Source: an optimization exercise on an open RTL-to-GDS flow (aim: small area, a short achievable clock period and few clock cycles). Production flows keep margins and buffers that such runs may drop. Only simulation tests tie the RTL to the original design; equivalence was not proved.

==> inputs of raven <==
==> flow/design.v (excerpt) <==
module path_fan_tessellator_core #(
   parameter int MAX_SEGMENTS = 64,
   parameter int VERTEX_LIMIT = 65536
) (
   input  logic      clock,
   input  logic      reset,
   input  logic         req_valid,
   output logic         req_ready,
   input  logic [1:0]   req_type,
   input  logic         req_new_path,
   input  logic [23:0]  req_p0_x,
   input  logic [23:0]  req_p0_y,
   input  logic [23:0]  req_p1_x,
   input  logic [23:0]  req_p1_y,
   input  logic [23:0]  req_p2_x,
   input  logic [23:0]  req_p2_y,
   output logic         rsp_valid,
   input  logic         rsp_ready,
   output logic         rsp_vertex_valid,
   output logic [15:0]  rsp_vertex_index,
   output logic [23:0]  rsp_vertex_x,
   output logic [23:0]  rsp_vertex_y,
   output logic         rsp_tri_valid,
   output logic [15:0]  rsp_tri_first,
   output logic [15:0]  rsp_tri_prev,
   output logic [15:0]  rsp_tri_curr,
   output logic         rsp_dropped,
   output logic         rsp_last
);
Settings: LEC_CHECK=0, CAP_MARGIN=20, CORE_MARGIN=2, CORE_UTILIZATION=60, PLACE_DENSITY=0.72, SLEW_MARGIN=20; clock period 12.0 ns.
standard.sh (not shown) runs the stock make flow with config.mk's settings and CLKGATE_MAP_FILE= SYNTH_SCRIPT=/design/flow/synth_recipe.tcl, a recipe that flattens the netlist after the stock synthesis.
==> flow/flow/run.sh <==
#!/bin/bash
# Layout flow: the standard layout (standard synthesis, floorplan, place,
# CTS, routing) with the timing repair steps asked to leave 7 ns of setup slack
# at the design's 12 ns clock instead of the default margin. The clock, the
# constraints and the synthesis are unchanged. The make output goes to
# flow_make.log; ORFS keeps each step's log under orfs/logs/.
set -euo pipefail
cd "$(dirname "$0")/.."
bash standard.sh SETUP_SLACK_MARGIN=7 finish > flow_make.log 2>&1
==> garnet (differences from raven) <==
--- a/flow/design.v
+++ b/flow/design.v
@@ -312,18 +312,17 @@
       dda_ff <= sa_d;
       dd2_ff <= s2_d;
       ddt_ff <= t2_d;
       ddu_ff <= u2_d;
       if (pre) begin
          sb_ff <= {|(hsel & c3x[35:4]), |(hsel & c3x[34:3]), |(hsel & c3x[33:2]),
                    |(hsel & c2x[36:5]), |(hsel & c2x[35:4]), |(hsel & c1x[37:6])};
       end else if (fetch) begin
-         sb_ff <= {c3x[sel + 5'd2], c3x[sel + 5'd1], c3x[sel], c2x[sel + 5'd3], c2x[sel + 5'd2],
-                   c1x[sel + 5'd4]};
+         sb_ff <= {sb_ff[4], sb_ff[3], c3x[sel], sb_ff[1], c2x[sel + 5'd2], c1x[sel + 5'd4]};
       end
       if (cap || (ld_dev && ofree) || nseg) begin
          if (nseg)        op_ff <= {c1[15:0], c2, c3};
          else if (ld_dev) op_ff <= {op_ff[71:50], vw, ww};
          else             op_ff <= {pa, pb, pe};
       end
       if (reset) begin
          f_ff[MW-1:3*DW] <= '0;
==> flow/flow/run.sh (replaced) <==
#!/bin/bash
# Layout flow: the standard layout (standard synthesis, floorplan, place,
# CTS, routing) with the timing repair steps asked to leave 7.5 ns of setup slack
# at the design's 12 ns clock instead of the default margin. The clock, the
# constraints and the synthesis are unchanged. The make output goes to
# flow_make.log; ORFS keeps each step's log under orfs/logs/.
set -euo pipefail
cd "$(dirname "$0")/.."
bash standard.sh SETUP_SLACK_MARGIN=7.5 finish > flow_make.log 2>&1
Settings changed: CORE_UTILIZATION 60 to 40, PLACE_DENSITY 0.72 to 0.6.
==> nickel (differences from raven) <==
--- a/flow/design.v
+++ b/flow/design.v
@@ -312,18 +312,17 @@
       dda_ff <= sa_d;
       dd2_ff <= s2_d;
       ddt_ff <= t2_d;
       ddu_ff <= u2_d;
       if (pre) begin
          sb_ff <= {|(hsel & c3x[35:4]), |(hsel & c3x[34:3]), |(hsel & c3x[33:2]),
                    |(hsel & c2x[36:5]), |(hsel & c2x[35:4]), |(hsel & c1x[37:6])};
       end else if (fetch) begin
-         sb_ff <= {c3x[sel + 5'd2], c3x[sel + 5'd1], c3x[sel], c2x[sel + 5'd3], c2x[sel + 5'd2],
-                   c1x[sel + 5'd4]};
+         sb_ff <= {sb_ff[4], sb_ff[3], c3x[sel], sb_ff[1], c2x[sel + 5'd2], c1x[sel + 5'd4]};
       end
       if (cap || (ld_dev && ofree) || nseg) begin
          if (nseg)        op_ff <= {c1[15:0], c2, c3};
          else if (ld_dev) op_ff <= {op_ff[71:50], vw, ww};
          else             op_ff <= {pa, pb, pe};
       end
       if (reset) begin
          f_ff[MW-1:3*DW] <= '0;
Settings changed: CORE_UTILIZATION 60 to 40, PLACE_DENSITY 0.72 to 0.6.
==> run notes <==
	nickel	garnet	raven
Global-route track usage on met3	8.20%	9.32%	18.8%
Global-route track usage on met1	47.5%	47.2%	64.8%
Final period util	41.2%	40.9%	41.6%
Via count of the first global-routing pass	76.6k	78.2k	80.3k
Half-perimeter wire length after detailed placement	300 mm	298 mm	302 mm
Post-layout minimum cycle time	4.94 ns	4.90 ns	4.99 ns
Data required time at the worst endpoint	12.49 ns	12.50 ns	12.45 ns
Critical path buffers and inverters	3	4	1
Met2 usage	50.2%	49.7%	70.2%
Final routed wire length divided by cell count	30.3 µm	30.3 µm	32.2 µm
Fraction of the yosys area taken by sequential cells	20.6%	20.6%	20.1%
Run status	timing/DRC/antenna clean	timing/DRC/antenna clean	timing/DRC/antenna clean
Area of the multi-input gates	65800 µm²	67800 µm²	68000 µm²
Setup skew after layout	0.0335 ns	0.0365 ns	0.0521 ns
Insertion delay of the later-clocked pin in the worst-skew pair	0.77 ns	0.77 ns	0.74 ns
Capture point of the critical path	u_x.r2_ff[25]	dev_ff[14]	u_y.sb_ff[5]
Met3 wirelength from detailed routing	45.2 mm	50.1 mm	63.1 mm
Synthesis-to-layout area growth	14.1%	19.8%	11.7%
Post-place instance area	93300 µm²	93500 µm²	94600 µm²
Standard-cell rows	170	170	141
Length of the first detailed-routing pass in iterations	7	9	10
Number of vias after detailed routing	81.5k	83.5k	86.3k
Maximum number of pins on one net before global-route repair	141	144	106
Simple logic cell fraction of the synthesized area	13.2%	13.2%	13.0%
Testbench counts of raven, summed over its fixed seeds: cycles 30,875.
Testbench counts of garnet, summed over its fixed seeds: cycles 30,875.
Testbench counts of nickel, summed over its fixed seeds: cycles 30,875.

## re-timing with driven ports
The results above use ideal ports. As a check the final layouts listed here were re-extracted and re-timed, cells and wires unchanged.
Step 1, drivers: a clkbuf_16 drives clock and a buf_2 each remaining input, both assumed.
Step 2 times the ports against the registers' clock, not the clock port: input delays grow and output delays shrink by t, the midpoint of the rising clock arrivals with the driver on.
Slacks: no drivers / after step 1 / after step 2; pairs: no drivers / after step 1.
run	shift t [ns]	slack for setup (ns)	slew at the worst register clock pin (ns)
raven	0.805	7.010 / 7.010 / 6.609	0.07 / 0.07
garnet	0.845	7.096 / 7.096 / 6.447	0.07 / 0.07
nickel	0.858	7.057 / 7.057 / 6.356	0.07 / 0.07
After both steps every run listed still meets setup and hold. For nickel, which loses most, drivers alone change the setup slack by 0.000 ns; drivers and shift together by -0.701 ns.
